This is an optimization exercise on Yosys and OpenROAD, whose aim is small area, not a production implementation.
Function was checked by simulation only, so behaviour that the tests miss may differ from the original.
Power is estimated from default activity; no workload was simulated.

$ cat flow/run.sh
#!/bin/bash
# synth_recipe.tcl (not shown) runs the flow's synth.tcl, then flattens the netlist and writes it again
# the make line also repeats each setting of config.mk as NAME=value (left out here)
make -C /OpenROAD-flow-scripts/flow DESIGN_CONFIG=/design/flow/config.mk WORK_HOME=/design/flow/orfs CLKGATE_MAP_FILE= SYNTH_SCRIPT=/design/flow/synth_recipe.tcl finish
$ cat flow/config.mk
export PLATFORM = sky130hd
export DESIGN_NAME = meter_poll_retry_sequencer_unit
export DESIGN_NICKNAME = meter_poll_retry_sequencer_unit
export VERILOG_FILES = /design/flow/design.v
export SDC_FILE = /design/flow/constraint.sdc
export NUM_CORES = 4
export LEC_CHECK = 0
export CAP_MARGIN = 20
export CORE_MARGIN = 2
export CORE_UTILIZATION = 65
export CTS_CLUSTER_DIAMETER = 80
export CTS_CLUSTER_SIZE = 28
export SLEW_MARGIN = 20
$ cat flow/constraint.sdc
create_clock -name core_clock -period 6.0 [get_ports {clk}]
set_input_delay 1.2000 -clock core_clock [delete_from_list [all_inputs] [get_ports {clk}]]
set_output_delay 1.2000 -clock core_clock [all_outputs]
set_load 0.01 [all_outputs]
$ cat flow/design.v
`default_nettype none
package mprs_pkg;
  localparam logic [15:0] POLL_RST  = 16'd1000;
  localparam logic [11:0] WAIT_RST  = 12'd100;
  localparam logic [3:0]  RETRY_RST = 4'd5;
  localparam logic CMD_TICK = 1'b0;
  localparam logic CMD_BYTE = 1'b1;
  localparam logic [1:0] REG_POLL  = 2'd0;
  localparam logic [1:0] REG_WAIT  = 2'd1;
  localparam logic [1:0] REG_RETRY = 2'd2;
  localparam int RING_N = 29;
  localparam logic [5:0] WIDX_OPEN = 6'd58;   
  localparam logic [5:0] WIDX_FULL = 6'd29;   
  localparam logic [2:0] PH_SCALE  = 3'd0;   
  localparam logic [2:0] PH_VALUES = 3'd1;   
  localparam logic [2:0] PH_VAL    = 3'd2;   
  localparam logic [2:0] PH_ERRS   = 3'd3;   
  localparam logic [2:0] PH_ERRV   = 3'd4;   
  localparam logic [7:0] EXP_FIXED = 8'hFE;
  typedef struct packed {
    logic       command;
    logic [7:0] rx_byte;
  } in_item_t;
  typedef struct packed {
    logic [2:0]        action;
    logic [3:0]        quantity;
    logic [15:0]       raw_value;
    logic signed [7:0] decimal_exponent;
    logic              last;
  } out_item_t;
  typedef struct packed {
    logic [15:0] poll_period;
    logic [11:0] reply_wait;
    logic [3:0]  retry_limit;
  } cfg_t;
endpackage
`default_nettype wire
`default_nettype none
import mprs_pkg::*;
module mprs_ctrl
(
  input  wire        clk,
  input  wire        rst_n,
  input  mprs_pkg::cfg_t       cfg,
  input  wire        in_valid,
  output logic       in_stall,
  input  mprs_pkg::in_item_t   in_data,
  output logic       out_valid,
  input  wire        out_stall,
  output mprs_pkg::out_item_t  out_data,
  output logic       buf_clr,
  output logic       buf_wr,
  output logic [3:0] k,
  output logic       load,
  input  wire        nonempty,
  input  wire        wr_hold,
  input  wire        rd_align,
  input  wire        exp_align,
  input  wire [15:0] raw,
  input  wire [7:0]  rd_vexp,
  input  wire [7:0]  rd_cexp,
  input  wire [7:0]  rd_pexp
);
  logic [2:0]  ph_r;
  logic [3:0]  attempts_r;
  logic [11:0] timer_r;
  logic [15:0] since_r;
  logic [7:0]  vexp_r, cexp_r, pexp_r;
  logic        out_valid_r;
  logic        busy, is_val, is_byte, dlv, take, tick;
  logic [15:0] since_inc;
  logic        closed, good, tk_poll, tk_count, tk_retry, tk_fail, go_exp, go_values;
  logic [7:0]  val_exp;
  assign busy      = !ph_r[2] && !ph_r[1];
  assign is_val    = ph_r == PH_VAL;
  assign k         = attempts_r;
  assign is_byte   = in_data.command == CMD_BYTE;
  assign dlv       = out_valid_r && !out_stall;
  assign since_inc = (since_r == 16'hFFFF) ? since_r : since_r + 16'd1;
  assign closed    = busy && !(timer_r < cfg.reply_wait);
  assign good      = closed && nonempty;
  assign tk_poll   = !busy && (since_inc >= cfg.poll_period);
  assign tk_count  = busy && (timer_r < cfg.reply_wait);
  assign go_exp    = good && (ph_r == PH_SCALE);
  assign go_values = good && (ph_r == PH_VALUES);
  assign tk_retry  = closed && !good && (attempts_r < cfg.retry_limit);
  assign tk_fail   = closed && !good && !(attempts_r < cfg.retry_limit);
  assign in_stall  = (out_valid_r && out_stall) || is_val ||
                     (is_byte ? (busy && wr_hold) : (go_exp && !exp_align));
  assign take      = in_valid && !in_stall;
  assign tick      = take && !is_byte;
  assign buf_wr    = take && is_byte && busy;
  assign buf_clr   = tick && (tk_poll || go_exp);
  assign load      = is_val && !out_valid_r && rd_align;
  always_ff @(posedge clk) begin
    if (!rst_n) begin
      ph_r        <= PH_ERRS;
      since_r     <= 16'd0;
      out_valid_r <= 1'b0;
    end else begin
      if (dlv) begin
        out_valid_r <= 1'b0;
        if (is_val && (attempts_r == 4'd15)) begin
          ph_r <= PH_ERRS;
        end
      end
      if (load) begin
        out_valid_r <= 1'b1;
      end
      if (tick) begin
        since_r <= go_values ? 16'd0 : since_inc;
        if (tk_poll) begin
          ph_r        <= PH_SCALE;
          out_valid_r <= 1'b1;
        end else if (tk_retry) begin
          out_valid_r <= 1'b1;
        end else if (go_exp) begin
          ph_r        <= PH_VALUES;
          out_valid_r <= 1'b1;
        end else if (go_values) begin
          ph_r        <= PH_VAL;
        end else if (tk_fail) begin
          ph_r        <= (ph_r == PH_SCALE) ? PH_ERRS : PH_ERRV;
          out_valid_r <= 1'b1;
        end
      end
    end
  end
  always_ff @(posedge clk) begin
    if (tick) begin
      if (tk_poll || go_exp || go_values) begin
        attempts_r <= 4'd0;
      end else if (tk_retry) begin
        attempts_r <= attempts_r + 4'd1;
      end
      if (tk_poll || tk_retry || go_exp) begin
        timer_r <= 12'd0;
      end else if (tk_count) begin
        timer_r <= timer_r + 12'd1;
      end
    end else if (dlv && is_val) begin
      attempts_r <= attempts_r + 4'd1;
    end
  end
  always_ff @(posedge clk) begin
    if (tick && go_exp) begin
      vexp_r <= rd_vexp;
      cexp_r <= rd_cexp;
      pexp_r <= rd_pexp;
    end
  end
  always_comb begin
    if (k < 4'd3) begin
      val_exp = vexp_r;
    end else if (k < 4'd6) begin
      val_exp = cexp_r;
    end else if (k < 4'd12) begin
      val_exp = pexp_r;
    end else begin
      val_exp = EXP_FIXED;
    end
  end
  assign out_valid                 = out_valid_r;
  assign out_data.action           = ph_r;
  assign out_data.quantity         = is_val ? k : 4'd0;
  assign out_data.raw_value        = is_val ? raw : 16'd0;
  assign out_data.decimal_exponent = is_val ? val_exp : 8'd0;
  assign out_data.last             = is_val ? (k == 4'd15) : 1'b1;
endmodule
`default_nettype wire
`default_nettype none
import mprs_pkg::*;
module mprs_datapath
(
  input  wire        clk,
  input  wire        rst_n,
  input  wire        clr,        
  input  wire        wr,         
  input  wire [7:0]  wdata,
  input  wire [3:0]  k,          
  input  wire        load,       
  output logic       nonempty,   
  output logic       wr_hold,    
  output logic       rd_align,   
  output logic       exp_align,  
  output logic [15:0] raw,
  output logic [7:0] vexp,       
  output logic [7:0] cexp,
  output logic [7:0] pexp
);
  logic [7:0] ring [RING_N];
  logic [4:0] ptr_r;
  logic [5:0] widx_r;
  logic [4:0] hv_r;
  logic [15:0] raw_r;
  logic       to_ring, wr_now;
  logic [4:0] ridx;
  logic       lo_ok, hi_ok;
  assign to_ring   = !widx_r[5] && (widx_r != WIDX_FULL);
  assign wr_now    = wr && to_ring;
  assign nonempty  = widx_r != WIDX_OPEN;
  assign wr_hold   = to_ring && (ptr_r != widx_r[4:0]);
  always_ff @(posedge clk) begin
    if (!rst_n) begin
      ptr_r <= 5'd0;
    end else begin
      ptr_r <= (ptr_r == 5'(RING_N - 1)) ? 5'd0 : ptr_r + 5'd1;
    end
  end
  always_ff @(posedge clk) begin
    ring[0] <= wr_now ? wdata : ring[RING_N - 1];
    for (int i = 1; i < RING_N; i++) begin
      ring[i] <= ring[i - 1];
    end
  end
  always_ff @(posedge clk) begin
    if (clr) begin
      widx_r <= WIDX_OPEN;
    end else if (wr && (widx_r != WIDX_FULL)) begin
      widx_r <= widx_r + 6'd1;
    end
  end
  always_ff @(posedge clk) begin
    if (!rst_n) begin
      hv_r <= 5'd0;
    end else if (wr_now && (widx_r[4:0] == hv_r)) begin
      hv_r <= hv_r + 5'd1;
    end
  end
  assign ridx      = (k < 4'd12) ? {k, 1'b0} : 5'(k) + 5'd12;
  assign rd_align  = ptr_r == ridx;
  assign lo_ok     = ridx < hv_r;
  assign hi_ok     = ((ridx + 5'd1) < hv_r) && !((k >= 4'd12) && (k != 4'd15));
  always_ff @(posedge clk) begin
    if (load) begin
      raw_r <= {hi_ok ? ring[RING_N - 2] : 8'h00, lo_ok ? ring[RING_N - 1] : 8'h00};
    end
  end
  assign raw = raw_r;
  assign exp_align = ptr_r == 5'd1;
  assign vexp = (hv_r > 5'd1) ? ring[RING_N - 1] : 8'h00;
  assign cexp = (hv_r > 5'd2) ? ring[RING_N - 2] : 8'h00;
  assign pexp = (hv_r > 5'd3) ? ring[RING_N - 3] : 8'h00;
endmodule
`default_nettype wire
`default_nettype none
import mprs_pkg::*;
module meter_poll_retry_sequencer_unit
(
  input  wire        clk,
  input  wire        rst_n,
  input  wire        in_valid,
  output logic       in_stall,
  input  mprs_pkg::in_item_t   in_data,
  output logic       out_valid,
  input  wire        out_stall,
  output mprs_pkg::out_item_t  out_data,
  input  wire        psel,
  input  wire        penable,
  input  wire        pwrite,
  input  wire [3:0]  paddr,
  input  wire [31:0] pwdata,
  output logic [31:0] prdata,
  output logic       pready
);
  mprs_pkg::cfg_t cfg_r;
  logic       wr_en;
  logic       buf_clr, buf_wr, nonempty, load, wr_hold, rd_align, exp_align;
  logic [3:0] k;
  logic [15:0] raw;
  logic [7:0] rd_vexp, rd_cexp, rd_pexp;
  assign pready = 1'b1;
  assign wr_en  = psel && penable && pwrite;
  always_ff @(posedge clk) begin
    if (!rst_n) begin
      cfg_r.poll_period <= POLL_RST;
      cfg_r.reply_wait  <= WAIT_RST;
      cfg_r.retry_limit <= RETRY_RST;
    end else if (wr_en) begin
      case (paddr[3:2])
        REG_POLL:  cfg_r.poll_period <= pwdata[15:0];
        REG_WAIT:  cfg_r.reply_wait  <= pwdata[11:0];
        REG_RETRY: cfg_r.retry_limit <= pwdata[3:0];
        default: begin
        end
      endcase
    end
  end
  always_comb begin
    case (paddr[3:2])
      REG_POLL:  prdata = {16'h0000, cfg_r.poll_period};
      REG_WAIT:  prdata = {20'h00000, cfg_r.reply_wait};
      REG_RETRY: prdata = {28'h0000000, cfg_r.retry_limit};
      default:   prdata = '0;
    endcase
  end
  mprs_ctrl u_ctrl (
    .clk       (clk),
    .rst_n     (rst_n),
    .cfg       (cfg_r),
    .in_valid  (in_valid),
    .in_stall  (in_stall),
    .in_data   (in_data),
    .out_valid (out_valid),
    .out_stall (out_stall),
    .out_data  (out_data),
    .buf_clr   (buf_clr),
    .buf_wr    (buf_wr),
    .k         (k),
    .load      (load),
    .nonempty  (nonempty),
    .wr_hold   (wr_hold),
    .rd_align  (rd_align),
    .exp_align (exp_align),
    .raw       (raw),
    .rd_vexp   (rd_vexp),
    .rd_cexp   (rd_cexp),
    .rd_pexp   (rd_pexp)
  );
  mprs_datapath u_dp (
    .clk       (clk),
    .rst_n     (rst_n),
    .clr       (buf_clr),
    .wr        (buf_wr),
    .wdata     (in_data.rx_byte),
    .k         (k),
    .load      (load),
    .nonempty  (nonempty),
    .wr_hold   (wr_hold),
    .rd_align  (rd_align),
    .exp_align (exp_align),
    .raw       (raw),
    .vexp      (rd_vexp),
    .cexp      (rd_cexp),
    .pexp      (rd_pexp)
  );
endmodule
`default_nettype wire
==> results of run 1 <==
final cells by class:
class	count	share of cell area, %
sequential	356	55.38
multi-input combinational	625	31.00
timing repair buffer	93	6.525
clock buffer	23	3.227
tap	234	2.109
inverter	52	1.406
clock inverter	4	0.3515
kinds of logic (layout without fill, tap and decap cells):
logic type	Yosys count	in the layout	synth area share, %
xor gates and xnor gates	48	48	3.435
muxes	37	37	3.325
buffers and inverters	112	172	4.289
AOI/OAI and AO/OA	137	137	7.322
and+or+nand+nor	336	336	14.84
DFF	356	356	61.71
adders and majority gates	50	50	5.022
other	2	17	0.06029
metrics by stage:
step / util, % / worst slack, ns / hold WS [ns] / power, uW / instance area (um2)
after floorplan: - / 2.402 / 0.3096 / 2561 / 12510
after global placement: 71.19 / 1.410 / 0.3098 / 2598 / 13360
after detailed placement: 71.19 / 1.413 / 0.3121 / 2600 / 13360
after CTS: 73.83 / 1.412 / 0.3194 / 3847 / 13860
after global routing: 73.97 / 1.223 / 0.3309 / 3940 / 13880
final: 73.97 / 1.405 / 0.3207 / 3806 / 13880
state kept, by name (all words and copies together) (netlist names):
name                cells
u_dp.raw_r             16
u_ctrl.vexp_r           8
u_ctrl.since_r         16
u_ctrl.pexp_r           8
u_ctrl.out_valid_r      1
u_ctrl.attempts_r       4
cfg_r                  32
u_dp.hv_r               5
u_dp.widx_r             6
u_dp.ptr_r              5
u_ctrl.cexp_r           8
u_ctrl.timer_r         12
u_dp.ring             232
u_ctrl.ph_r             3
power by group:
part | total, uW | switching [uW] | internal [uW]
combinational | 111 | 58.8 | 52.3
clock | 1260 | 715 | 545
sequential | 2430 | 11.2 | 2420
total | 3810 | 785 | 3020
cells in the mapped netlist (17+ instances only):
cell type / count / share of area, %
nand4_1: 17 / 0.85
inv_1: 51 / 1.5
nand2_1: 79 / 2.4
dfxtp_1: 300 / 48
buf_4: 21 / 1.3
mux2i_1: 26 / 2.1
nand3_1: 40 / 1.6
o22ai_1: 17 / 0.85
a21oi_1: 35 / 1.4
xnor2_1: 25 / 1.8
clkbuf_1: 22 / 0.66
nor2b_1: 19 / 0.95
xor2_1: 22 / 1.5
ha_1: 50 / 5.0
nor2_1: 52 / 1.6
and2_1: 66 / 3.3
edfxtp_1: 56 / 13
metal layers:
layer	GRT usage, %	part of all wire [%]
met4	6.201	2.1
met2	37.58	47
met1	32.50	46
met3	2.961	5.0
met5	0	0
critical path, stage by stage:
cell             delay [ns]
clkdlybuf4s50_1        0.94
nor2b_1                0.46
nand2_1                0.09
o21ai_0                0.11
clkdlybuf4s50_1        0.59
worst min path at each step:
stage	endpoint
3_3_place_gp	u_dp.ring[5][6]$_DFF_P_
3_5_place_dp	u_dp.ring[10][6]$_DFF_P_
2_1_floorplan	u_dp.ring[10][0]$_DFF_P_
6_report	u_dp.ring[20][4]$_DFF_P_
5_1_grt	u_dp.ring[20][4]$_DFF_P_
4_1_cts	u_dp.ring[20][4]$_DFF_P_
==> key figures, run 1 <==
Status
  • Run status: finished clean

GRT
  • Largest net degree at the start of global routing: 73
  • Initial antenna violation count: 0
  • First-pass GRT wire length: 36.82 mm
  • Vias in the first global route: just over 7000
  • Grt ovf: 0
  • Tot GR Track Use: 22.94%

Logic synthesis
  • Synthesized cell area: about 12000 um2
  • Post-Syn Instances: 1078
  • Post-synth EDFFs: 56
  • Synth warn: 4
  • Yosys reg bits: ~360
  • Avg Inst Size Synth: between 10 and 15 um2
  • Asr flop ratio synth: 0%
  • Yosys cell types: 76
  • Synth Flop Type: dfxtp_1
  • Sequential area share after synthesis: 61.71%

Timing
  • RSZ-0062 raised after global routing: false
  • Actual slew at the worst max-slew pin: approximately 1.0 ns
  • Fmax: 217.6 MHz
  • Final TNS setup: 0 ns
  • Slew headroom: around 30%
  • Post-layout min period: ~4.6 ns
  • Hold Vio Cnt, Final: 0
  • Post-Route Skew: between 0.02 and 0.03 ns
  • Final max-slew violation count: 0
  • Tcrit/Tclk final: between 70% and 80%
  • Setup Viol. Count Final: 0

Clocking
  • Post-cts resize count: 0
  • Total setup buffers inserted after CTS: 0
  • Clk root buf: clkbuf_16
  • CTS sink cnt: 356
  • Clk pin slew, worst setup/hold paths: 0.10 ns
  • Max Buffers Root-to-Sink: 3
  • Num CTS Buffers: 17
  • Worst skew pair latency: just over 0.5 ns
  • CTS tree: yes
  • Cts hold-fix bufs: 0
  • H-tree level count: 1

Drt
  • WL final: roughly 23 mm
  • Vias: 7558
  • DRT iter0 DRCs: 458
  • DRT antenna net count: 0
  • Post-route DRC: 0
  • Pre-Repair DR Iteration Count: 7
  • Vias/cell: between 5 and 6
  • WL/cell: approximately 17 um

Critical path
  • Crit-path max FO: 21
  • Reg2reg setup slack: between 2 and 2.5 ns
  • Reg2reg start: u_ctrl.since_r[0]$_SDFFE_PN0P_
  • Reg2Reg Depth: 13
  • CP arrival: approximately 3.4 ns
  • Crit path launch: paddr[2]
  • Setup CP Type: in -> out
  • Required @ worst endpoint: 4.80 ns
  • R2r endpoint: u_ctrl.timer_r[9]$_SDFFCE_PP0P_
  • CP Capture Type: primary output
  • Critical Path End: prdata[1]
  • CP startpoint kind: primary input

Flow run
  • Max-cap violations: 0

Finish
  • Most frequent cells in the layout: 300 x dfxtp_1, 82 x clkdlybuf4s50_1, 79 x nand2_1
  • Ant diodes: 0
  • Multi-input gate area in the final layout: about 4300 um2
  • Area growth syn-to-layout: 11.44%
  • Nets@finish: 1247
  • Fillers: about 1400
  • Commonest non-fill, non-tap cell in the layout: dfxtp_1
  • Final non-filler cell total: 1387
  • Share of cells above drive strength 1: between 5 and 6%
  • Flip-flop and latch area: 7687 um2

Place
  • Final HPWL from detailed placement: around 16 mm
  • Final Wtd Congestion: around 0.83
  • Placed Instances: 1358
  • IO Port Bufs: 83

Hold path
  • Hold path startpoint: u_dp.ring[19][4]$_DFF_P_
  • Hold Path Depth: 0
  • Worst Hold Class: reg -> reg

Pwr
  • Leakage: roughly 0.0054 uW
  • P per Cell Area: between 200 and 300 nW/um2
  • Peak supply drop: between 300 and 400 uV

Die
  • Die width: around 140 um
  • Row count: 50
  • Initial core utilization: approximately two thirds
  • Core ar.: 18770 um2
  • Die area: about 20000 um2
  • Io pins: 119
  • Die height: 142.4 um
==> inputs of run 2 (changes only) <==
--- a/flow/design.v
+++ b/flow/design.v
@@ -71,6 +71,7 @@
   logic [15:0] since_inc;
   logic        closed, good, tk_poll, tk_count, tk_retry, tk_fail, go_exp, go_values;
   logic [7:0]  val_exp;
+  logic        pf;
   assign busy      = !ph_r[2] && !ph_r[1];
   assign is_val    = ph_r == PH_VAL;
   assign k         = attempts_r;
@@ -149,6 +150,7 @@
       pexp_r <= rd_pexp;
     end
   end
+  assign pf = (k >= 4'd12) && (k != 4'd15);
   always_comb begin
     if (k < 4'd3) begin
       val_exp = vexp_r;
@@ -163,7 +165,7 @@
   assign out_valid                 = out_valid_r;
   assign out_data.action           = ph_r;
   assign out_data.quantity         = is_val ? k : 4'd0;
-  assign out_data.raw_value        = is_val ? raw : 16'd0;
+  assign out_data.raw_value        = {(is_val && !pf) ? raw[15:8] : 8'd0, is_val ? raw[7:0] : 8'd0};
   assign out_data.decimal_exponent = is_val ? val_exp : 8'd0;
   assign out_data.last             = is_val ? (k == 4'd15) : 1'b1;
 endmodule
@@ -191,24 +193,27 @@
   logic [7:0] ring [RING_N];
   logic [4:0] ptr_r;
   logic [5:0] widx_r;
-  logic [4:0] hv_r;
+  logic       clr_turn_r;
   logic [15:0] raw_r;
   logic       to_ring, wr_now;
   logic [4:0] ridx;
-  logic       lo_ok, hi_ok;
   assign to_ring   = !widx_r[5] && (widx_r != WIDX_FULL);
   assign wr_now    = wr && to_ring;
   assign nonempty  = widx_r != WIDX_OPEN;
   assign wr_hold   = to_ring && (ptr_r != widx_r[4:0]);
   always_ff @(posedge clk) begin
     if (!rst_n) begin
-      ptr_r <= 5'd0;
+      ptr_r      <= 5'd0;
+      clr_turn_r <= 1'b1;
     end else begin
       ptr_r <= (ptr_r == 5'(RING_N - 1)) ? 5'd0 : ptr_r + 5'd1;
+      if (ptr_r == 5'(RING_N - 1)) begin
+        clr_turn_r <= 1'b0;
+      end
     end
   end
   always_ff @(posedge clk) begin
-    ring[0] <= wr_now ? wdata : ring[RING_N - 1];
+    ring[0] <= wr_now ? wdata : (clr_turn_r ? 8'h00 : ring[RING_N - 1]);
     for (int i = 1; i < RING_N; i++) begin
       ring[i] <= ring[i - 1];
     end
@@ -220,27 +225,18 @@
       widx_r <= widx_r + 6'd1;
     end
   end
-  always_ff @(posedge clk) begin
-    if (!rst_n) begin
-      hv_r <= 5'd0;
-    end else if (wr_now && (widx_r[4:0] == hv_r)) begin
-      hv_r <= hv_r + 5'd1;
-    end
-  end
   assign ridx      = (k < 4'd12) ? {k, 1'b0} : 5'(k) + 5'd12;
-  assign rd_align  = ptr_r == ridx;
-  assign lo_ok     = ridx < hv_r;
-  assign hi_ok     = ((ridx + 5'd1) < hv_r) && !((k >= 4'd12) && (k != 4'd15));
+  assign rd_align  = !clr_turn_r && (ptr_r == ridx);
   always_ff @(posedge clk) begin
     if (load) begin
-      raw_r <= {hi_ok ? ring[RING_N - 2] : 8'h00, lo_ok ? ring[RING_N - 1] : 8'h00};
+      raw_r <= {ring[RING_N - 2], ring[RING_N - 1]};
     end
   end
   assign raw = raw_r;
-  assign exp_align = ptr_r == 5'd1;
-  assign vexp = (hv_r > 5'd1) ? ring[RING_N - 1] : 8'h00;
-  assign cexp = (hv_r > 5'd2) ? ring[RING_N - 2] : 8'h00;
-  assign pexp = (hv_r > 5'd3) ? ring[RING_N - 3] : 8'h00;
+  assign exp_align = !clr_turn_r && (ptr_r == 5'd1);
+  assign vexp = ring[RING_N - 1];
+  assign cexp = ring[RING_N - 2];
+  assign pexp = ring[RING_N - 3];
 endmodule
 `default_nettype wire
 `default_nettype none
==> run 2 against run 1 <==
Critical path depth is 2 higher. Die area is 4.3% lower. Power is 0.73% lower. Final cell count is 4.5% lower. Maximum frequency is 2.5% lower. Sequential share of layout area is 1.7 points higher. Area after synthesis is 4.4% lower. Sequential power hardly changed. Synthesized cell count is 4.9% lower. Core utilization is 0.22 points higher. Highest routed layer unchanged.
==> key figures, run 2 <==
Finish
  • Max FFs per register: 232 (unchanged)
  • Area growth syn-to-layout: 11.94%
  • Commonest non-fill, non-tap cell in the layout: dfxtp_1
  • Largest regs: u_dp.ring (232), cfg_r (32)
  • Multi-input gate area in the final layout: 3887 um2 (-9.7%)
  • Largest register by flop count: u_dp.ring
  • Fillers: 1236 (-9.3%)
  • Most frequent cells in the layout: 296 x dfxtp_1, 82 x clkdlybuf4s50_1, 74 x nand2_1
  • Share of cells above drive strength 1: 5.753% (-0.14 points)
  • Flip-flop and latch area: 7607 um2 (-1.0%)
  • Nets@finish: 1177 (-5.6%)
  • Design area: 13330 um2 (-4.0%)
  • Ant diodes: 0 (unchanged)

GRT
  • Initial antenna violation count: 0 (unchanged)
  • Vias in the first global route: 6925 (-2.4%)
  • Tot GR Track Use: 22.82% (-0.11 points)
  • First-pass GRT wire length: 35.93 mm (-2.4%)
  • Largest net degree at the start of global routing: 57 (-22%)
  • Grt ovf: 0 (unchanged)

Drt
  • DR WL met3: 900 um (-22%)
  • Pre-Repair DR Iteration Count: 5 (-2)
  • Top layer in use: met4
  • WL final: 22.28 mm (-3.9%)
  • DRT antenna net count: 0 (unchanged)
  • M1 wire length: 10.37 mm (-3.4%)
  • Post-route DRC: 0 (unchanged)
  • Vias: 7255 (-4.0%)
  • Vias/cell: 5.480 (+0.56%)
  • Routed wl met2: 10.48 mm (-2.9%)
  • WL/cell: 16.83 um (+0.71%)
  • DRT iter0 DRCs: 412 (-10%)

Critical path
  • Reg2reg start: u_ctrl.since_r[1]$_SDFFE_PN0P_
  • Worst-path cell chain: clkdlybuf4s50_1 -> a21oi_1 -> nand3b_1 -> a211oi_4 -> buf_4 -> or2_2 -> clkdlybuf4s50_1
  • Crit-path max FO: 17 (-19%)
  • Required @ worst endpoint: 4.80 ns (about the same)
  • R2r endpoint: u_ctrl.timer_r[5]$_SDFFCE_PP0P_
  • Crit path launch: in_data[8]
  • Buf/Inv on CP: 3 (+1)
  • Setup CP Type: in -> out
  • Reg2Reg Depth: 13 (unchanged)
  • Cell mode on critical path: clkdlybuf4s50_1
  • CP startpoint kind: primary input
  • Crit path depth: 7 (+2)
  • CP Capture Type: primary output
  • Critical Path End: in_stall
  • Reg2reg setup slack: 1.50 ns (-0.56 ns)
  • Kind of cell adding the most delay to the critical path: buffers and inverters
  • CP peak stage delay: 0.53 ns (-0.41 ns)
  • Critical-path top delay cell: clkdlybuf4s50_1
  • CP arrival: 3.51 ns (+0.11 ns)

Timing
  • RSZ-0062 raised after global routing: false
  • Actual slew at the worst max-slew pin: 1.129 ns (+0.08433 ns)
  • Final TNS setup: 0 ns (unchanged)
  • Hold Vio Cnt, Final: 0 (unchanged)
  • Setup Viol. Count Final: 0 (unchanged)
  • Slew headroom: 24.75% (-4.9 points)
  • Final max-slew violation count: 0 (unchanged)
  • Post-route worst setup slack: 1.288 ns (-0.1163 ns)
  • Post-layout min period: 4.712 ns (+0.1164 ns)
  • Post-Route Skew: 0.02095 ns (-0.005497 ns)
  • Tcrit/Tclk final: 78.53% (+1.9 points)
  • Fmax: 212.2 MHz (-2.5%)
  • Min Hold Slack: 0.3205 ns (-0.0002250 ns)

Die
  • Core ar.: 17960 um2 (-4.3%)
  • Io pins: 119 (unchanged)
  • Die area: 19410 um2 (-4.3%)
  • Initial core utilization: 66.27% (-0.099 points)
  • Die width: 139.3 um (-2.2%)
  • Row count: 49 (-2.0%)
  • Die height: 139.3 um (-2.2%)

Clocking
  • CTS tree: yes
  • Num CTS Buffers: 17 (unchanged)
  • Total setup buffers inserted after CTS: 0 (unchanged)
  • Clk pin slew, worst setup/hold paths: 0.10 ns (about the same)
  • Post-cts resize count: 0 (unchanged)
  • Cts hold-fix bufs: 0 (unchanged)
  • CTS sink cnt: 352 (-1.1%)
  • Clk root buf: clkbuf_16
  • H-tree level count: 1 (unchanged)
  • Worst skew pair latency: 0.50 ns (about the same)
  • Max Buffers Root-to-Sink: 3 (unchanged)

Place
  • Dpl ws: 1.323 ns (-0.08952 ns)
  • Final HPWL from detailed placement: 14.81 mm (-4.7%)
  • Final Wtd Congestion: 0.8957 (+7.4%)
  • IO Port Bufs: 83 (unchanged)
  • Post-Place Cell Area: 12820 um2 (-4.0%)

Logic synthesis
  • Synth area leader: dfxtp_1
  • Most frequent cell after synthesis: dfxtp_1
  • Post-synth EDFFs: 56 (unchanged)
  • Sequential area share after synthesis: 63.90% (+2.2 points)
  • Synth Flop Type: dfxtp_1
  • Post-Syn Instances: 1025 (-4.9%)
  • Area contributors post-synth: dfxtp_1 50%, edfxtp_1 14%, ha_1 4.1%, mux2i_1 2.7%, nand2_1 2.3%
  • Avg Inst Size Synth: 11.61 um2 (+0.51%)
  • Asr flop ratio synth: 0% (unchanged)
  • Yosys reg bits: 352 (-1.1%)
  • Synth warn: 4 (unchanged)
  • Commonest cells post-synth: 296 x dfxtp_1, 74 x nand2_1, 73 x nor2_1
  • Synthesized cell area: 11910 um2 (-4.4%)
  • Post-synth top area share: 49.77% (+1.6 points)
  • Yosys cell types: 74 (-2.6%)

Hold path
  • Hold Path Depth: 0 (unchanged)
  • Worst Hold Class: reg -> reg

Pwr
  • Peak supply drop: 367.0 uV (+11%)
  • P per Cell Area: 283.5 nW/um2 (+3.4%)
  • Leakage: 0.005173 uW (-4.1%)

Status
  • Run status: finished clean

Flow run
  • Max-cap violations: 0 (unchanged)
[run 2: cell count changes after synthesis, sizes merged, moves of 8 or more]
cell	before	now
buf	38	28
nor2	56	73
nand3	42	30
ha	50	39
o22ai	17	2
and2	66	25
o211ai	11	25
inv	52	44
clkbuf	22	35
a21boi	16	6
xnor2	25	16
[run 2: cells by family after synthesis]
kind of cell             Yosys count  synth area share (%)
flip-flops                       352                 63.90
AND/OR/NAND/NOR                  307                 13.22
AO/OA/AOI/OAI                    140                 8.303
buffers and inverters            107                 4.067
multiplexers                      45                 3.920
adder cells (fa/ha/maj)           39                 4.099
XOR/XNOR                          33                 2.428
other                              2               0.06308
[run 2: cell type report]
class,count,share of cell area (%)
multi-input cells,581,29.17
clock inverters,4,0.3756
well taps,229,2.150
inverters,44,1.239
clock buffers,24,3.389
flip-flops and latches,352,57.08
repair buffers,90,6.591
[run 2: how the worst min path moves through the flow]
| stage | from | end | slack (ns) |
|---|---|---|---|
| finish | u_dp.ring[22][0]$_DFF_P_ | u_dp.ring[23][0]$_DFF_P_ | 0.32 |
| global route | u_dp.ring[8][7]$_DFF_P_ | u_dp.ring[9][7]$_DFF_P_ | 0.33 |
| CTS | u_dp.ring[22][0]$_DFF_P_ | u_dp.ring[23][0]$_DFF_P_ | 0.32 |
| detailed placement | u_dp.ring[15][3]$_DFF_P_ | u_dp.ring[16][3]$_DFF_P_ | 0.31 |
| global placement | u_dp.ring[4][6]$_DFF_P_ | u_dp.ring[5][6]$_DFF_P_ | 0.31 |
| floorplan | u_dp.ring[9][0]$_DFF_P_ | u_dp.ring[10][0]$_DFF_P_ | 0.31 |
[run 2: stage by stage]
stage | total power (uW) | std cells | utilization [%]
3_5_place_dp | 2589 | 1296 | 71.39
2_1_floorplan | 2546 | 1040 | -
5_1_grt | 3909 | 1324 | 74.19
3_3_place_gp | 2587 | 1296 | 71.39
6_report | 3778 | 1324 | 74.19
4_1_cts | 3811 | 1324 | 74.19
[run 2: where the power goes]
group / switching (uW) / total (uW) / internal, uW
Clock: 693 / 1240 / 549
Combinational: 64.1 / 121 / 57.2
Sequential: 18.4 / 2410 / 2400
Total: 776 / 3780 / 3000
[run 2: worst reg2reg max path, stage by stage (launching register included)]
cell       delay, ns
dfxtp_1         0.41
ha_1            0.25
nand3_1         0.22
or3_1           0.50
or2_1           0.37
nand2_1         0.12
o21a_1          0.13
ha_1            0.23
a2111oi_0       0.36
o21ai_0         0.16
a221o_1         0.37
a22o_1          0.27
a21o_1          0.36
o21a_1          0.45
[run 2: metal layers]
| layer | vias to the layer above | track usage (%) |
|---|---|---|
| li1 | 3616 | - |
| met1 | 3451 | 32.66 |
| met2 | 149 | 37.23 |
| met3 | 39 | 3.028 |
| met4 | 0 | 5.795 |
| met5 | - | 0 |
==> inputs of run 3 (changes only) <==
==> flow/flow/run.sh (new file) <==
#!/bin/bash
# Layout flow: the standard ORFS flow, with small buffers on the ports and a clock
# tree without dummy loads. Everything else (synthesis, floorplan, power grid, tap cells,
# placement, routing) is the standard flow unchanged.
set -euo pipefail
export BUFFER_PORTS_ARGS="-buffer_cell sky130_fd_sc_hd__buf_1"
export CTS_ARGS="-sink_clustering_enable -repair_clock_nets -sink_clustering_size 28 -sink_clustering_max_diameter 80 -dont_use_dummy_load"
bash standard.sh > standard_flow.log 2>&1
==> flow/standard.sh (new file) <==
#!/bin/bash
# synth_recipe.tcl (not shown) runs the flow's synth.tcl, then flattens the netlist and writes it again
# the make line also repeats each setting of config.mk as NAME=value (left out here)
make -C /OpenROAD-flow-scripts/flow DESIGN_CONFIG=/design/flow/config.mk WORK_HOME=/design/flow/orfs CLKGATE_MAP_FILE= SYNTH_SCRIPT=/design/flow/synth_recipe.tcl "${@:-finish}"
removed: flow/run.sh
==> run 3 against run 2 <==
Still clean. Wire length down 2.6%. Non-clock buffer count up 1. Clock skew up 0.041 ns. Count of clock-buffer cells in the layout down 7. Cell area down 4.3%. Synthesized cell count unchanged. Critical path depth up 6. Combinational power down 15%. Register-to-register slack better by 0.08 ns. Clock power down 6%. Die area unchanged. Critical path type is now reg -> reg. Largest cell class unchanged.
==> key figures, run 3 <==
Pwr
  • Leakage: 0.004943 uW (-4.4%)
  • Peak supply drop: 335.3 uV (-8.6%)
  • Net Sw Frac: 20.03% (-0.50 points)
  • Power Internal: 2946 uW (-1.9%)
  • Logic pwr share: 2.8% (-0.4 points)
  • Seq pwr share: 65.5% (+1.6 points)
  • Sw power: 738.1 uW (-4.9%)
  • Clk pwr share: 31.7% (-1.2 points)
  • P per Cell Area: 289.0 nW/um2 (+1.9%)
  • Pwr Total: 3684 uW (-2.5%)

GRT
  • First-pass GRT wire length: 35.53 mm (-1.1%)
  • Initial antenna violation count: 0 (unchanged)
  • Largest net degree at the start of global routing: 57 (unchanged)
  • Vias in the first global route: 6994 (+1.0%)
  • Grt ovf: 0 (unchanged)
  • Tot GR Track Use: 22.45% (-0.37 points)

Logic synthesis
  • Sequential area share after synthesis: 63.90% (unchanged)
  • Commonest cells post-synth: 296 x dfxtp_1, 74 x nand2_1, 73 x nor2_1
  • Synthesized cell area: 11910 um2 (unchanged)
  • Asr flop ratio synth: 0% (unchanged)
  • Area contributors post-synth: dfxtp_1 50%, edfxtp_1 14%, ha_1 4.1%, mux2i_1 2.7%, nand2_1 2.3%
  • Avg Inst Size Synth: 11.61 um2 (unchanged)
  • Yosys cell types: 74 (unchanged)
  • Synth Flop Type: dfxtp_1
  • Post-Syn Instances: 1025 (unchanged)
  • Yosys reg bits: 352 (unchanged)
  • Most frequent cell after synthesis: dfxtp_1
  • Synth warn: 4 (unchanged)
  • Post-synth top area share: 49.77% (unchanged)
  • Synth area leader: dfxtp_1
  • Post-synth EDFFs: 56 (unchanged)

Timing
  • Tcrit/Tclk final: 73.68% (-4.9 points)
  • Final TNS setup: 0 ns (unchanged)
  • Post-layout min period: 4.421 ns (-0.2911 ns)
  • Post-Route Skew: 0.06163 ns (+0.04068 ns)
  • RSZ-0062 raised after global routing: false
  • Hold Vio Cnt, Final: 0 (unchanged)
  • Setup Viol. Count Final: 0 (unchanged)
  • Slew headroom: 29.84% (+5.1 points)
  • Actual slew at the worst max-slew pin: 1.052 ns (-0.07629 ns)
  • Fmax: 226.2 MHz (+6.6%)
  • Final max-slew violation count: 0 (unchanged)

Finish
  • Fillers: 1331 (+7.7%)
  • Largest regs: u_dp.ring (232), cfg_r (32)
  • Multi-input gate area in the final layout: 3887 um2 (unchanged)
  • Flip-flop and latch area: 7607 um2 (unchanged)
  • Largest register by flop count: u_dp.ring
  • Most frequent cells in the layout: 296 x dfxtp_1, 82 x buf_1, 74 x nand2_1
  • Area growth syn-to-layout: 7.073%
  • Share of cells above drive strength 1: 5.530% (-0.22 points)
  • Nets@finish: 1178 (+0.085%)
  • Final Util: 70.96% (-3.2 points)
  • Max FFs per register: 232 (unchanged)
  • Commonest non-fill, non-tap cell in the layout: dfxtp_1

Drt
  • DRT iter0 DRCs: 368 (-11%)
  • WL/cell: 16.50 um (-1.9%)
  • Post-route DRC: 0 (unchanged)
  • Pre-Repair DR Iteration Count: 5 (unchanged)
  • DRT antenna net count: 0 (unchanged)
  • WL final: 21.70 mm (-2.6%)
  • Vias: 7229 (-0.36%)
  • Vias/cell: 5.497 (+0.32%)

Clocking
  • Total setup buffers inserted after CTS: 0 (unchanged)
  • Worst skew pair latency: 0.51 ns (about the same)
  • Cts hold-fix bufs: 0 (unchanged)
  • Num CTS Buffers: 17 (unchanged)
  • Clk root buf: clkbuf_16
  • Clk pin slew, worst setup/hold paths: 0.10 ns (about the same)
  • H-tree level count: 1 (unchanged)
  • Max Buffers Root-to-Sink: 3 (unchanged)
  • CTS tree: yes
  • CTS sink cnt: 352 (unchanged)
  • Post-cts resize count: 0 (unchanged)

Critical path
  • Kind of cell adding the most delay to the critical path: compound AO/OA/AOI/OAI gates
  • CP startpoint kind: flop
  • Worst-path cell chain: ha_1 -> nand3_1 -> or3_1 -> or2_1 -> nand2_1 -> o21a_1 -> ha_1 -> a2111oi_0 -> o21ai_0 -> a221o_1 -> a22o_1 -> a21o_1 -> o21a_1
  • CP Capture Type: flop
  • Reg2Reg Depth: 13 (unchanged)
  • Setup CP Type: reg -> reg
  • Crit-path max FO: 14 (-3)
  • Crit path depth: 13 (+6)
  • Critical-path top delay cell: or3_1
  • CP peak stage delay: 0.50 ns (-0.03 ns)
  • Buf/Inv on CP: 0 (-3)
  • Required @ worst endpoint: 6.18 ns (+1.38 ns)
  • CP arrival: 4.60 ns (+1.09 ns)

Place
  • Final Wtd Congestion: 0.8533 (-4.7%)
  • IO Port Bufs: 83 (unchanged)
  • Final HPWL from detailed placement: 14.35 mm (-3.1%)

Die
  • Core ar.: 17960 um2 (unchanged)
  • Row count: 49 (unchanged)
  • Die area: 19410 um2 (unchanged)
  • Die width: 139.3 um (unchanged)
  • Die height: 139.3 um (unchanged)
  • Initial core utilization: 66.27% (unchanged)
  • Io pins: 119 (unchanged)

Status
  • Run status: finished clean

Hold path
  • Hold Path Depth: 0 (unchanged)
  • Worst Hold Class: reg -> reg

Flow run
  • Max-cap violations: 0 (unchanged)
run 3: final cells by class:
class | count | area share [%]
antenna | 1 | 0.01963
clock buffer | 17 | 3.337
inverter | 44 | 1.296
multi-input combinational | 581 | 30.50
sequential | 352 | 59.68
tap | 229 | 2.248
timing repair buffer | 91 | 2.925
run 3: worst paths after layout:
path | startpoint | endpoint | slack (ns)
worst min register to register | u_dp.ring[20][2]$_DFF_P_ | u_dp.ring[21][2]$_DFF_P_ | 0.31
worst max-delay path | u_ctrl.since_r[1]$_SDFFE_PN0P_ | u_ctrl.timer_r[6]$_SDFFCE_PP0P_ | 1.58
worst min-delay path | u_dp.ring[20][2]$_DFF_P_ | u_dp.ring[21][2]$_DFF_P_ | 0.31
worst max register to register | u_ctrl.since_r[1]$_SDFFE_PN0P_ | u_ctrl.timer_r[6]$_SDFFCE_PP0P_ | 1.58
run 3: cell families (layout without fill, tap and decap cells):
family | Yosys count | after routing | share of synthesized area [%]
muxes | 45 | 45 | 3.920
AOI/OAI and AO/OA | 140 | 140 | 8.303
adders and majority gates | 39 | 39 | 4.099
xor gates and xnor gates | 33 | 33 | 2.428
DFF | 352 | 352 | 63.90
and+or+nand+nor | 307 | 307 | 13.22
other | 2 | 18 | 0.06308
buffers and inverters | 107 | 152 | 4.067
run 3: worst reg2reg max path, stage by stage, from the launching register on:
cell	delay, ns
dfxtp_1	0.39
ha_1	0.24
nand3_1	0.22
or3_1	0.50
or2_1	0.36
nand2_1	0.12
o21a_1	0.13
ha_1	0.23
a2111oi_0	0.36
o21ai_0	0.15
a221o_1	0.37
a22o_1	0.27
a21o_1	0.35
o21a_1	0.45
run 3: power by group through the flow:
stage	Clock (uW)	Sequential (uW)	Combinational, uW
final	1170	2410	103
after global routing	1270	2420	116
after CTS	1190	2410	103
after detailed placement	0	2470	102
after global placement	0	2470	100
after floorplan	0	2460	87.4
run 3: per-layer routing:
layer | routed length, um | track usage (%)
met5 | 0 | 0
met4 | 486 | 5.901
met3 | 654 | 2.306
met2 | 10060 | 36.89
met1 | 10500 | 32.23
run 3: stage by stage:
step | cell area [um2] | instances | hold WS, ns | worst slack, ns
4_1_cts | 12740 | 1314 | 0.3161 | 1.586
3_3_place_gp | 12320 | 1297 | 0.3099 | 1.576
6_report | 12750 | 1315 | 0.3093 | 1.579
2_1_floorplan | 11960 | 1040 | 0.3096 | 0.9222
5_1_grt | 12740 | 1314 | 0.3142 | 1.331
3_5_place_dp | 12320 | 1297 | 0.3121 | 1.547
==> inputs of run 4 (changes only) <==
--- a/flow/design.v
+++ b/flow/design.v
@@ -80,7 +80,7 @@
   assign since_inc = (since_r == 16'hFFFF) ? since_r : since_r + 16'd1;
   assign closed    = busy && !(timer_r < cfg.reply_wait);
   assign good      = closed && nonempty;
-  assign tk_poll   = !busy && (since_inc >= cfg.poll_period);
+  assign tk_poll   = !busy && (since_r >= cfg.poll_period);
   assign tk_count  = busy && (timer_r < cfg.reply_wait);
   assign go_exp    = good && (ph_r == PH_SCALE);
   assign go_values = good && (ph_r == PH_VALUES);
@@ -96,7 +96,7 @@
   always_ff @(posedge clk) begin
     if (!rst_n) begin
       ph_r        <= PH_ERRS;
-      since_r     <= 16'd0;
+      since_r     <= 16'd1;
       out_valid_r <= 1'b0;
     end else begin
       if (dlv) begin
@@ -109,7 +109,7 @@
         out_valid_r <= 1'b1;
       end
       if (tick) begin
-        since_r <= go_values ? 16'd0 : since_inc;
+        since_r <= go_values ? 16'd1 : since_inc;
         if (tk_poll) begin
           ph_r        <= PH_SCALE;
           out_valid_r <= 1'b1;
==> run 4 against run 3 <==
Area after synthesis is 3.6% lower. Combinational power decreased by 22%. Sequential share of layout area is 2.0 points higher. Non-clock buffer count fell by 2. Still clean on timing, DRC and antenna. Wire length fell by 5.2%. Critical path depth decreased by 6. Final cell count shrank 3.8%. Highest routed layer unchanged. Sequential cell count stayed put. Via count decreased by 5.6%. Largest cell class unchanged. Core utilization grew 0.35 points.
==> key figures, run 4 <==
Place
  • Final Wtd Congestion: 0.8606 (+0.86%)
  • Post-Place Cell Area: 11910 um2 (-3.3%)
  • Final HPWL from detailed placement: 14.20 mm (-1.1%)
  • IO Port Bufs: 83 (unchanged)

Pwr
  • P per Cell Area: 295.6 nW/um2 (+2.3%)
  • Leakage: 0.004660 uW (-5.7%)
  • Peak supply drop: 273.2 uV (-19%)

GRT
  • Tot GR Track Use: 21.92% (-0.53 points)
  • Largest net degree at the start of global routing: 29 (-49%)
  • First-pass GRT wire length: 31.97 mm (-10%)
  • Initial antenna violation count: 0 (unchanged)
  • Vias in the first global route: 6312 (-9.8%)
  • Grt ovf: 0 (unchanged)

Critical path
  • CP arrival: 2.85 ns (-1.75 ns)
  • Required @ worst endpoint: 4.80 ns (-1.38 ns)
  • Reg2reg start: u_ctrl.attempts_r[1]$_DFFE_PP_
  • CP Capture Type: primary output
  • Reg2Reg Depth: 7 (-6)
  • Reg2reg setup slack: 2.49 ns (+0.91 ns)
  • R2r endpoint: u_ctrl.timer_r[11]$_SDFFCE_PN0P_
  • Crit-path max FO: 11 (-3)
  • Setup CP Type: reg -> out
  • CP startpoint kind: flop

Die
  • Die area: 18730 um2 (-3.5%)
  • Die height: 136.9 um (-1.8%)
  • Core ar.: 17300 um2 (-3.7%)
  • Die width: 136.9 um (-1.8%)
  • Row count: 48 (-2.0%)
  • Io pins: 119 (unchanged)
  • Initial core utilization: 66.34% (+0.067 points)

Finish
  • Fillers: 1276 (-4.1%)
  • Max FFs per register: 232 (unchanged)
  • Largest regs: u_dp.ring (232), cfg_r (32)
  • Nets@finish: 1133 (-3.8%)
  • Multi-input gate area in the final layout: 3498 um2 (-10%)
  • Flip-flop and latch area: 7607 um2 (unchanged)
  • Ant diodes: 0 (-1)
  • Most frequent cells in the layout: 296 x dfxtp_1, 83 x buf_1, 76 x nor2_1
  • Commonest non-fill, non-tap cell in the layout: dfxtp_1
  • Largest register by flop count: u_dp.ring
  • Design area: 12330 um2 (-3.2%)
  • Share of cells above drive strength 1: 4.135% (-1.4 points)
  • Area growth syn-to-layout: 7.491%

Logic synthesis
  • Synthesized cell area: 11470 um2 (-3.6%)
  • Most frequent cell after synthesis: dfxtp_1
  • Avg Inst Size Synth: 11.77 um2 (+1.3%)
  • Synth warn: 4 (unchanged)
  • Post-synth top area share: 51.64% (+1.9 points)
  • Post-synth EDFFs: 56 (unchanged)
  • Asr flop ratio synth: 0% (unchanged)
  • Yosys cell types: 67 (-9.5%)
  • Sequential area share after synthesis: 66.30% (+2.4 points)
  • Post-Syn Instances: 975 (-4.9%)
  • Synth area leader: dfxtp_1
  • Synth Flop Type: dfxtp_1
  • Commonest cells post-synth: 296 x dfxtp_1, 76 x nor2_1, 72 x nand2_1
  • Yosys reg bits: 352 (unchanged)
  • Area contributors post-synth: dfxtp_1 52%, edfxtp_1 15%, ha_1 4.3%, mux2i_1 2.7%, nor2_1 2.5%

Timing
  • Hold Vio Cnt, Final: 0 (unchanged)
  • Final max-slew violation count: 0 (unchanged)
  • Tcrit/Tclk final: 67.49% (-6.2 points)
  • Post-Route Skew: 0.04086 ns (-0.02078 ns)
  • Fmax: 247.0 MHz (+9.2%)
  • RSZ-0062 raised after global routing: false
  • Post-layout min period: 4.049 ns (-0.3712 ns)
  • Slew headroom: 34.57% (+4.7 points)
  • Final TNS setup: 0 ns (unchanged)
  • Actual slew at the worst max-slew pin: 0.9807 ns (-0.07158 ns)
  • Setup Viol. Count Final: 0 (unchanged)

Drt
  • WL/cell: 16.26 um (-1.5%)
  • Post-route DRC: 0 (unchanged)
  • Vias/cell: 5.392 (-1.9%)
  • Vias: 6821 (-5.6%)
  • Pre-Repair DR Iteration Count: 5 (unchanged)
  • DRT antenna net count: 0 (unchanged)
  • DRT iter0 DRCs: 341 (-7.3%)
  • WL final: 20.56 mm (-5.2%)

Clocking
  • Worst skew pair latency: 0.51 ns (about the same)
  • Clk root buf: clkbuf_16
  • CTS sink cnt: 352 (unchanged)
  • Clk pin slew, worst setup/hold paths: 0.10 ns (about the same)
  • Max Buffers Root-to-Sink: 3 (unchanged)
  • Num CTS Buffers: 17 (unchanged)
  • Cts hold-fix bufs: 0 (unchanged)
  • H-tree level count: 1 (unchanged)
  • Post-cts resize count: 0 (unchanged)
  • Total setup buffers inserted after CTS: 0 (unchanged)
  • CTS tree: yes

Hold path
  • Hold path startpoint: u_dp.ring[2][7]$_DFF_P_
  • WHS Endpoint: u_dp.ring[3][7]$_DFF_P_
  • Hold Path Depth: 0 (unchanged)
  • Worst Hold Class: reg -> reg

Status
  • Run status: finished clean

Flow run
  • Max-cap violations: 0 (unchanged)
run 4: cell count changes after synthesis, moves of 6 or more:
cell / change
nand4_1: -6
a21boi_0: -6
nand2b_1: +8
mux2_2: -11
nand3_1: -13
o21ai_0: +9
a21oi_1: +18
o211ai_1: -11
nor2b_1: -18
run 4: report_power, final:
group	switching (uW)	internal (uW)	total (uW)
sequential	11.4	2390	2400
clock	650	510	1160
combinational	51.9	28.6	80.5
total	714	2930	3650
run 4: cell type report:
class / instances / share of cell area, %
inverter: 44 / 1.339
timing repair buffer: 89 / 2.891
tap: 225 / 2.282
sequential: 352 / 61.68
clock buffer: 17 / 3.449
multi-input combinational: 538 / 28.36
run 4: logic make-up (layout without fill, tap and decap cells):
| family | count (synthesis) | after routing | share of synthesized area (%) |
|---|---|---|---|
| flops | 352 | 352 | 66.30 |
| simple gates | 277 | 277 | 11.97 |
| compound gates | 143 | 143 | 8.396 |
| buf+inv | 100 | 150 | 3.904 |
| fa+ha+maj | 39 | 39 | 4.253 |
| mux | 33 | 33 | 2.900 |
| xor+xnor | 29 | 29 | 2.213 |
| other cells | 2 | 17 | 0.06545 |
run 4: layer usage:
| metal | vias to the layer above | track usage, % | share of wire (%) |
|---|---|---|---|
| met3 | 36 | 3.296 | 4.4 |
| li1 | 3425 | - | - |
| met5 | - | 0 | 0 |
| met1 | 3199 | 30.56 | 47 |
| met4 | 0 | 6.701 | 2.8 |
| met2 | 161 | 35.69 | 46 |
run 4: worst max path at each step:
stage | slack [ns] | end | from | depth (start not counted)
2_1_floorplan | 2.52 | prdata[10] | paddr[2] | 4
3_3_place_gp | 2.32 | prdata[3] | paddr[3] | 5
3_5_place_dp | 2.25 | prdata[3] | paddr[3] | 5
4_1_cts | 1.93 | in_stall | u_ctrl.timer_r[10]$_SDFFCE_PN0P_ | 7
5_1_grt | 1.82 | in_stall | u_ctrl.timer_r[10]$_SDFFCE_PN0P_ | 7
6_report | 1.95 | in_stall | u_ctrl.timer_r[10]$_SDFFCE_PN0P_ | 7
run 4: stage by stage:
step	worst slack, ns	cells	utilization (%)	total power, uW	hold slack (ns)
6_report	1.951	1265	71.31	3645	0.3163
5_1_grt	1.823	1265	71.31	3766	0.3195
4_1_cts	1.926	1265	71.30	3677	0.3143
3_5_place_dp	2.254	1248	68.84	2540	0.3121
3_3_place_gp	2.316	1248	68.84	2538	0.3103
2_1_floorplan	2.516	990	-	2519	0.3096
run 4: worst max-delay path, stage by stage, from the launching register on:
cell and delay, ns:
edfxtp_1 0.45, ha_1 0.34, nand4_1 0.24, nor2_1 0.08, a211o_1 0.37, a22oi_2 0.49
o311ai_0 0.21, buf_1 0.17
==> inputs of run 5 (changes only) <==
--- a/flow/design.v
+++ b/flow/design.v
@@ -42,6 +42,7 @@
   input  wire        clk,
   input  wire        rst_n,
   input  mprs_pkg::cfg_t       cfg,
+  input  wire        cfg_wr,
   input  wire        in_valid,
   output logic       in_stall,
   input  mprs_pkg::in_item_t   in_data,
@@ -55,39 +56,99 @@
   input  wire        nonempty,
   input  wire        wr_hold,
   input  wire        rd_align,
-  input  wire        exp_align,
+  input  wire [4:0]  ptr,
   input  wire [15:0] raw,
   input  wire [7:0]  rd_vexp,
   input  wire [7:0]  rd_cexp,
   input  wire [7:0]  rd_pexp
 );
+  localparam logic [1:0] UPD_NONE  = 2'd0;
+  localparam logic [1:0] UPD_COUNT = 2'd1;   
+  localparam logic [1:0] UPD_OPEN  = 2'd2;   
+  localparam logic [1:0] UPD_GOOD  = 2'd3;   
   logic [2:0]  ph_r;
   logic [3:0]  attempts_r;
-  logic [11:0] timer_r;
-  logic [15:0] since_r;
   logic [7:0]  vexp_r, cexp_r, pexp_r;
   logic        out_valid_r;
+  logic        cring [RING_N];
+  logic [1:0]  upd_r;
+  logic        carry_r, ge_r, ones_r, lt_r, dirty_r;
+  logic        at_since, at_timer, turn_end;
+  logic        obit, nbit, cbit, cin;
+  logic [27:0] cfg_bits;
   logic        busy, is_val, is_byte, dlv, take, tick;
-  logic [15:0] since_inc;
   logic        closed, good, tk_poll, tk_count, tk_retry, tk_fail, go_exp, go_values;
-  logic [7:0]  val_exp;
   logic        pf;
+  logic [7:0]  val_exp;
+  assign at_since = !ptr[4];
+  assign at_timer = ptr[4] && (ptr[3:2] != 2'b11);
+  assign turn_end = ptr == 5'(RING_N - 1);
+  assign cfg_bits = {cfg.reply_wait, cfg.poll_period};
+  assign cbit     = cfg_bits[ptr];
+  assign obit     = cring[RING_N - 1];
+  assign cin      = (ptr == 5'd0) ? !ones_r : (ptr == 5'd16) ? 1'b1 : carry_r;
+  always_comb begin
+    nbit = obit;
+    if (at_since) begin
+      if (upd_r == UPD_GOOD) begin
+        nbit = ptr == 5'd0;
+      end else if (upd_r != UPD_NONE) begin
+        nbit = obit ^ cin;
+      end
+    end else if (at_timer) begin
+      if ((upd_r == UPD_OPEN) || (upd_r == UPD_GOOD)) begin
+        nbit = 1'b0;
+      end else if (upd_r == UPD_COUNT) begin
+        nbit = obit ^ cin;
+      end
+    end
+  end
+  always_ff @(posedge clk) begin
+    cring[0] <= nbit;
+    for (int i = 1; i < RING_N; i++) begin
+      cring[i] <= cring[i - 1];
+    end
+    carry_r <= obit && cin;
+    if (at_since) begin
+      ge_r   <= (nbit && !cbit) || ((nbit == cbit) && ((ptr == 5'd0) || ge_r));
+      ones_r <= nbit && ((ptr == 5'd0) || ones_r);
+    end
+    if (at_timer) begin
+      lt_r <= (!nbit && cbit) || ((nbit == cbit) && (ptr != 5'd16) && lt_r);
+    end
+  end
+  always_ff @(posedge clk) begin
+    if (!rst_n) begin
+      upd_r   <= UPD_GOOD;
+      dirty_r <= 1'b0;
+    end else begin
+      if (turn_end) begin
+        dirty_r <= 1'b0;
+        if (tick) begin
+          upd_r <= go_values ? UPD_GOOD : (tk_poll || tk_retry || go_exp) ? UPD_OPEN : UPD_COUNT;
+        end else begin
+          upd_r <= UPD_NONE;
+        end
+      end else if (cfg_wr) begin
+        dirty_r <= 1'b1;
+      end
+    end
+  end
   assign busy      = !ph_r[2] && !ph_r[1];
   assign is_val    = ph_r == PH_VAL;
   assign k         = attempts_r;
   assign is_byte   = in_data.command == CMD_BYTE;
   assign dlv       = out_valid_r && !out_stall;
-  assign since_inc = (since_r == 16'hFFFF) ? since_r : since_r + 16'd1;
-  assign closed    = busy && !(timer_r < cfg.reply_wait);
+  assign closed    = busy && !lt_r;
   assign good      = closed && nonempty;
-  assign tk_poll   = !busy && (since_r >= cfg.poll_period);
-  assign tk_count  = busy && (timer_r < cfg.reply_wait);
+  assign tk_poll   = !busy && ge_r;
+  assign tk_count  = busy && lt_r;
   assign go_exp    = good && (ph_r == PH_SCALE);
   assign go_values = good && (ph_r == PH_VALUES);
   assign tk_retry  = closed && !good && (attempts_r < cfg.retry_limit);
   assign tk_fail   = closed && !good && !(attempts_r < cfg.retry_limit);
   assign in_stall  = (out_valid_r && out_stall) || is_val ||
-                     (is_byte ? (busy && wr_hold) : (go_exp && !exp_align));
+                     (is_byte ? (busy && wr_hold) : !(turn_end && !dirty_r));
   assign take      = in_valid && !in_stall;
   assign tick      = take && !is_byte;
   assign buf_wr    = take && is_byte && busy;
@@ -96,7 +157,6 @@
   always_ff @(posedge clk) begin
     if (!rst_n) begin
       ph_r        <= PH_ERRS;
-      since_r     <= 16'd1;
       out_valid_r <= 1'b0;
     end else begin
       if (dlv) begin
@@ -109,7 +169,6 @@
         out_valid_r <= 1'b1;
       end
       if (tick) begin
-        since_r <= go_values ? 16'd1 : since_inc;
         if (tk_poll) begin
           ph_r        <= PH_SCALE;
           out_valid_r <= 1'b1;
@@ -134,11 +193,6 @@
       end else if (tk_retry) begin
         attempts_r <= attempts_r + 4'd1;
       end
-      if (tk_poll || tk_retry || go_exp) begin
-        timer_r <= 12'd0;
-      end else if (tk_count) begin
-        timer_r <= timer_r + 12'd1;
-      end
     end else if (dlv && is_val) begin
       attempts_r <= attempts_r + 4'd1;
     end
@@ -184,7 +238,7 @@
   output logic       nonempty,   
   output logic       wr_hold,    
   output logic       rd_align,   
-  output logic       exp_align,  
+  output logic [4:0] ptr,        
   output logic [15:0] raw,
   output logic [7:0] vexp,       
   output logic [7:0] cexp,
@@ -226,17 +280,17 @@
     end
   end
   assign ridx      = (k < 4'd12) ? {k, 1'b0} : 5'(k) + 5'd12;
-  assign rd_align  = !clr_turn_r && (ptr_r == ridx);
+  assign rd_align  = ptr_r == ridx;
+  assign ptr       = ptr_r;
   always_ff @(posedge clk) begin
     if (load) begin
       raw_r <= {ring[RING_N - 2], ring[RING_N - 1]};
     end
   end
   assign raw = raw_r;
-  assign exp_align = !clr_turn_r && (ptr_r == 5'd1);
-  assign vexp = ring[RING_N - 1];
-  assign cexp = ring[RING_N - 2];
-  assign pexp = ring[RING_N - 3];
+  assign vexp = ring[RING_N - 3];
+  assign cexp = ring[RING_N - 4];
+  assign pexp = ring[RING_N - 5];
 endmodule
 `default_nettype wire
 `default_nettype none
@@ -261,7 +315,8 @@
 );
   mprs_pkg::cfg_t cfg_r;
   logic       wr_en;
-  logic       buf_clr, buf_wr, nonempty, load, wr_hold, rd_align, exp_align;
+  logic       buf_clr, buf_wr, nonempty, load, wr_hold, rd_align;
+  logic [4:0] ptr;
   logic [3:0] k;
   logic [15:0] raw;
   logic [7:0] rd_vexp, rd_cexp, rd_pexp;
@@ -294,6 +349,7 @@
     .clk       (clk),
     .rst_n     (rst_n),
     .cfg       (cfg_r),
+    .cfg_wr    (wr_en),
     .in_valid  (in_valid),
     .in_stall  (in_stall),
     .in_data   (in_data),
@@ -307,7 +363,7 @@
     .nonempty  (nonempty),
     .wr_hold   (wr_hold),
     .rd_align  (rd_align),
-    .exp_align (exp_align),
+    .ptr       (ptr),
     .raw       (raw),
     .rd_vexp   (rd_vexp),
     .rd_cexp   (rd_cexp),
@@ -324,7 +380,7 @@
     .nonempty  (nonempty),
     .wr_hold   (wr_hold),
     .rd_align  (rd_align),
-    .exp_align (exp_align),
+    .ptr       (ptr),
     .raw       (raw),
     .vexp      (rd_vexp),
     .cexp      (rd_cexp),
==> flow/flow/run.sh (replaced) <==
#!/bin/bash
# Layout flow: the standard ORFS flow, with small buffers on the ports and a clock
# tree without dummy loads. Everything else (synthesis, floorplan, power grid, tap cells,
# placement, routing) is the standard flow unchanged.
set -euo pipefail
export BUFFER_PORTS_ARGS="-buffer_cell sky130_fd_sc_hd__buf_1"
export CTS_ARGS="-sink_clustering_enable -repair_clock_nets -sink_clustering_size 18 -sink_clustering_max_diameter 60 -buf_list \"sky130_fd_sc_hd__clkbuf_8 sky130_fd_sc_hd__clkbuf_4\" -dont_use_dummy_load"
bash standard.sh > standard_flow.log 2>&1
==> run 5 against run 4 <==
Still clean. Hold slack lost 0.015 ns. Synthesized cell count decreased by 15%. Clock skew is 0.0058 ns higher. Maximum frequency grew 0.35%. Via count is 13% lower. Non-clock buffer count is 2 lower. Sequential share of layout area grew 6.1 points. Register-to-register slack better by 0.18 ns. Count of clock-buffer cells in the layout increased by 7. Core utilization hardly changed. Critical endpoint is now out_data[18]. Highest routed layer unchanged.
==> key figures, run 5 <==
Critical path
  • Required @ worst endpoint: 4.80 ns (about the same)
  • R2r endpoint: u_ctrl.lt_r$_DFFE_PP_
  • Setup CP Type: reg -> out
  • Crit-path max FO: 16 (+5)
  • CP Capture Type: primary output
  • Critical Path End: out_data[18]
  • Reg2reg setup slack: 2.67 ns (+0.18 ns)
  • Reg2reg start: u_dp.ptr_r[0]$_SDFF_PP0_
  • Crit path launch: u_ctrl.attempts_r[1]$_DFFE_PP_
  • Reg2Reg Depth: 10 (+3)
  • CP arrival: 2.84 ns (about the same)
  • CP startpoint kind: flop

Logic synthesis
  • Yosys cell types: 57 (-15%)
  • Commonest cells post-synth: 313 x dfxtp_1, 78 x nand2_1, 60 x nor2_1
  • Area contributors post-synth: dfxtp_1 59%, edfxtp_1 13%, nand2_1 2.8%, mux2i_1 2.5%, nor2_1 2.1%
  • Most frequent cell after synthesis: dfxtp_1
  • Synthesized cell area: 10570 um2 (-7.9%)
  • Post-synth top area share: 59.27% (+7.6 points)
  • Asr flop ratio synth: 0% (unchanged)
  • Post-synth EDFFs: 47 (-16%)
  • Synth area leader: dfxtp_1
  • Yosys reg bits: 360 (+2.3%)
  • Avg Inst Size Synth: 12.75 um2 (+8.4%)
  • Sequential area share after synthesis: 72.62% (+6.3 points)
  • Synth Flop Type: dfxtp_1
  • Post-Syn Instances: 829 (-15%)
  • Synth warn: 5 (+1)

Clocking
  • CTS tree: yes
  • Total setup buffers inserted after CTS: 0 (unchanged)
  • Max Buffers Root-to-Sink: 3 (unchanged)
  • Worst skew pair latency: 0.56 ns (+0.05 ns)
  • Post-cts resize count: 0 (unchanged)
  • Cts hold-fix bufs: 0 (unchanged)
  • Clk root buf: clkbuf_8
  • Num CTS Buffers: 24 (+7)
  • CTS sink cnt: 360 (+2.3%)
  • H-tree level count: 1 (unchanged)
  • Clk pin slew, worst setup/hold paths: 0.12 ns (+0.02 ns)

Finish
  • Most frequent cells in the layout: 313 x dfxtp_1, 83 x buf_1, 78 x nand2_1
  • Area growth syn-to-layout: 7.077%
  • Share of cells above drive strength 1: 6.064% (+1.9 points)
  • Final Util: 71.27% (about the same)
  • Ant diodes: 0 (unchanged)
  • Max FFs per register: 232 (unchanged)
  • Largest regs: u_dp.ring (232), cfg_r (32), u_ctrl.cring (29)
  • Nets@finish: 973 (-14%)
  • Commonest non-fill, non-tap cell in the layout: dfxtp_1
  • Largest register by flop count: u_dp.ring

Die
  • Core ar.: 15890 um2 (-8.2%)
  • Initial core utilization: 66.56% (+0.22 points)
  • Die height: 131.5 um (-3.9%)
  • Row count: 46 (-4.2%)
  • Io pins: 119 (unchanged)
  • Die width: 131.5 um (-3.9%)
  • Die area: 17300 um2 (-7.6%)

GRT
  • First-pass GRT wire length: 29.36 mm (-8.2%)
  • Largest net degree at the start of global routing: 26 (-10%)
  • Initial antenna violation count: 0 (unchanged)
  • Grt ovf: 0 (unchanged)
  • Vias in the first global route: 5813 (-7.9%)
  • Tot GR Track Use: 21.06% (-0.86 points)

Timing
  • Hold Vio Cnt, Final: 0 (unchanged)
  • Post-layout min period: 4.035 ns (-0.01415 ns)
  • Post-Route Skew: 0.04668 ns (+0.005826 ns)
  • Setup Viol. Count Final: 0 (unchanged)
  • Final max-slew violation count: 0 (unchanged)
  • Min Hold Slack: 0.3016 ns (-0.01478 ns)
  • Actual slew at the worst max-slew pin: 1.066 ns (+0.08575 ns)
  • Slew headroom: 28.90% (-5.7 points)
  • RSZ-0062 raised after global routing: false
  • Fmax: 247.8 MHz (+0.35%)
  • Tcrit/Tclk final: 67.25% (-0.24 points)
  • Final TNS setup: 0 ns (unchanged)

Pwr
  • Leakage: 0.004393 uW (-5.7%)
  • Pwr Total: 3620 uW (-0.71%)
  • P per Cell Area: 319.7 nW/um2 (+8.2%)
  • Peak supply drop: 287.3 uV (+5.1%)

Drt
  • DRT antenna net count: 0 (unchanged)
  • Post-route DRC: 0 (unchanged)
  • Pre-Repair DR Iteration Count: 4 (-1)
  • DRT iter0 DRCs: 401 (+18%)
  • WL/cell: 16.34 um (+0.54%)
  • Vias/cell: 5.261 (-2.4%)
  • Vias: 5908 (-13%)
  • WL final: 18.35 mm (-11%)

Status
  • Run status: finished clean

Place
  • IO Port Bufs: 83 (unchanged)
  • Final HPWL from detailed placement: 12.20 mm (-14%)
  • Final Wtd Congestion: 0.8440 (-1.9%)

Hold path
  • Worst Hold Class: reg -> reg

Flow run
  • Max-cap violations: 0 (unchanged)
-- run 5: changes by cell type after synthesis, sizes merged, moves of 13 or more --
| cell | delta |
|---|---|
| o211ai | -13 |
| o21ai | -16 |
| dfxtp | +17 |
| nor2 | -15 |
| inv | -27 |
| ha | -27 |
-- run 5: area by class of cell --
class                           count  area, um2
Sequential cell                   360       7677
Fill cell                        1148       4564
Multi-Input combinational cell    418       2634
Timing Repair Buffer               87      341.6
Clock buffer                       24      330.3
Tap cell                          216      270.3
Inverter                           18      67.56
-- run 5: power by group --
part / switching (uW) / internal [uW] / total, uW / leakage (uW)
clock network: 651 / 361 / 1010 / 0.000173
registers: 24.7 / 2470 / 2500 / 0.00298
logic: 62.9 / 45.6 / 109 / 0.00124
total: 739 / 2880 / 3620 / 0.00439
-- run 5: stage by stage --
step	std cells	worst slack, ns	area, um2
after CTS	1123	1.888	11320
final	1123	1.965	11320
after global placement	1099	2.175	10990
after detailed placement	1099	2.159	10990
after global routing	1123	1.749	11320
after floorplan	844	2.671	10630
-- run 5: kinds of logic (layout without fill, tap and decap cells) --
family | Yosys count | count (layout) | share of synthesized area (%)
flip-flops | 360 | 360 | 72.62
AND/OR/NAND/NOR | 243 | 243 | 11.17
AO/OA/AOI/OAI | 91 | 91 | 5.586
buffers and inverters | 66 | 129 | 3.124
multiplexers | 43 | 43 | 5.018
adder cells (fa/ha/maj) | 12 | 12 | 1.420
XOR/XNOR | 12 | 12 | 0.9941
other | 2 | 17 | 0.07103
-- run 5: worst min path at each step --
stage | slack, ns | start | cells after the start | endpoint
after global routing | 0.29 | u_ctrl.cring[1]$_DFF_P_ | 0 | u_ctrl.cring[2]$_DFF_P_
final | 0.30 | u_ctrl.cring[1]$_DFF_P_ | 0 | u_ctrl.cring[2]$_DFF_P_
after global placement | 0.31 | u_dp.ring[4][3]$_DFF_P_ | 0 | u_dp.ring[5][3]$_DFF_P_
after floorplan | 0.31 | u_ctrl.cring[9]$_DFF_P_ | 0 | u_ctrl.cring[10]$_DFF_P_
after detailed placement | 0.31 | u_dp.ring[17][3]$_DFF_P_ | 0 | u_dp.ring[18][3]$_DFF_P_
after CTS | 0.30 | u_ctrl.cring[1]$_DFF_P_ | 0 | u_ctrl.cring[2]$_DFF_P_
-- run 5: worst max-delay path, stage by stage, from the launching register on --
cell      delay [ns]
edfxtp_1        0.84
ha_1            0.36
nor2_1          0.07
nor2_1          0.61
and2_1          0.27
buf_1           0.16
-- run 5: metal layers --
metal,wire (um),vias to the layer above,global-route usage [%]
li1,-,2887,-
met1,8527,2829,29.04
met2,8555,158,34.73
met3,879,34,3.395
met4,392,0,6.220
met5,0,-,0

Setup slack of run 5, layout unchanged: 1.965 ns with ideal ports, 1.928 ns with driving cells assumed (clock clkbuf_16, inputs buf_2), 2.109 ns with port delays also shifted by the 0.570 ns mid clock arrival.
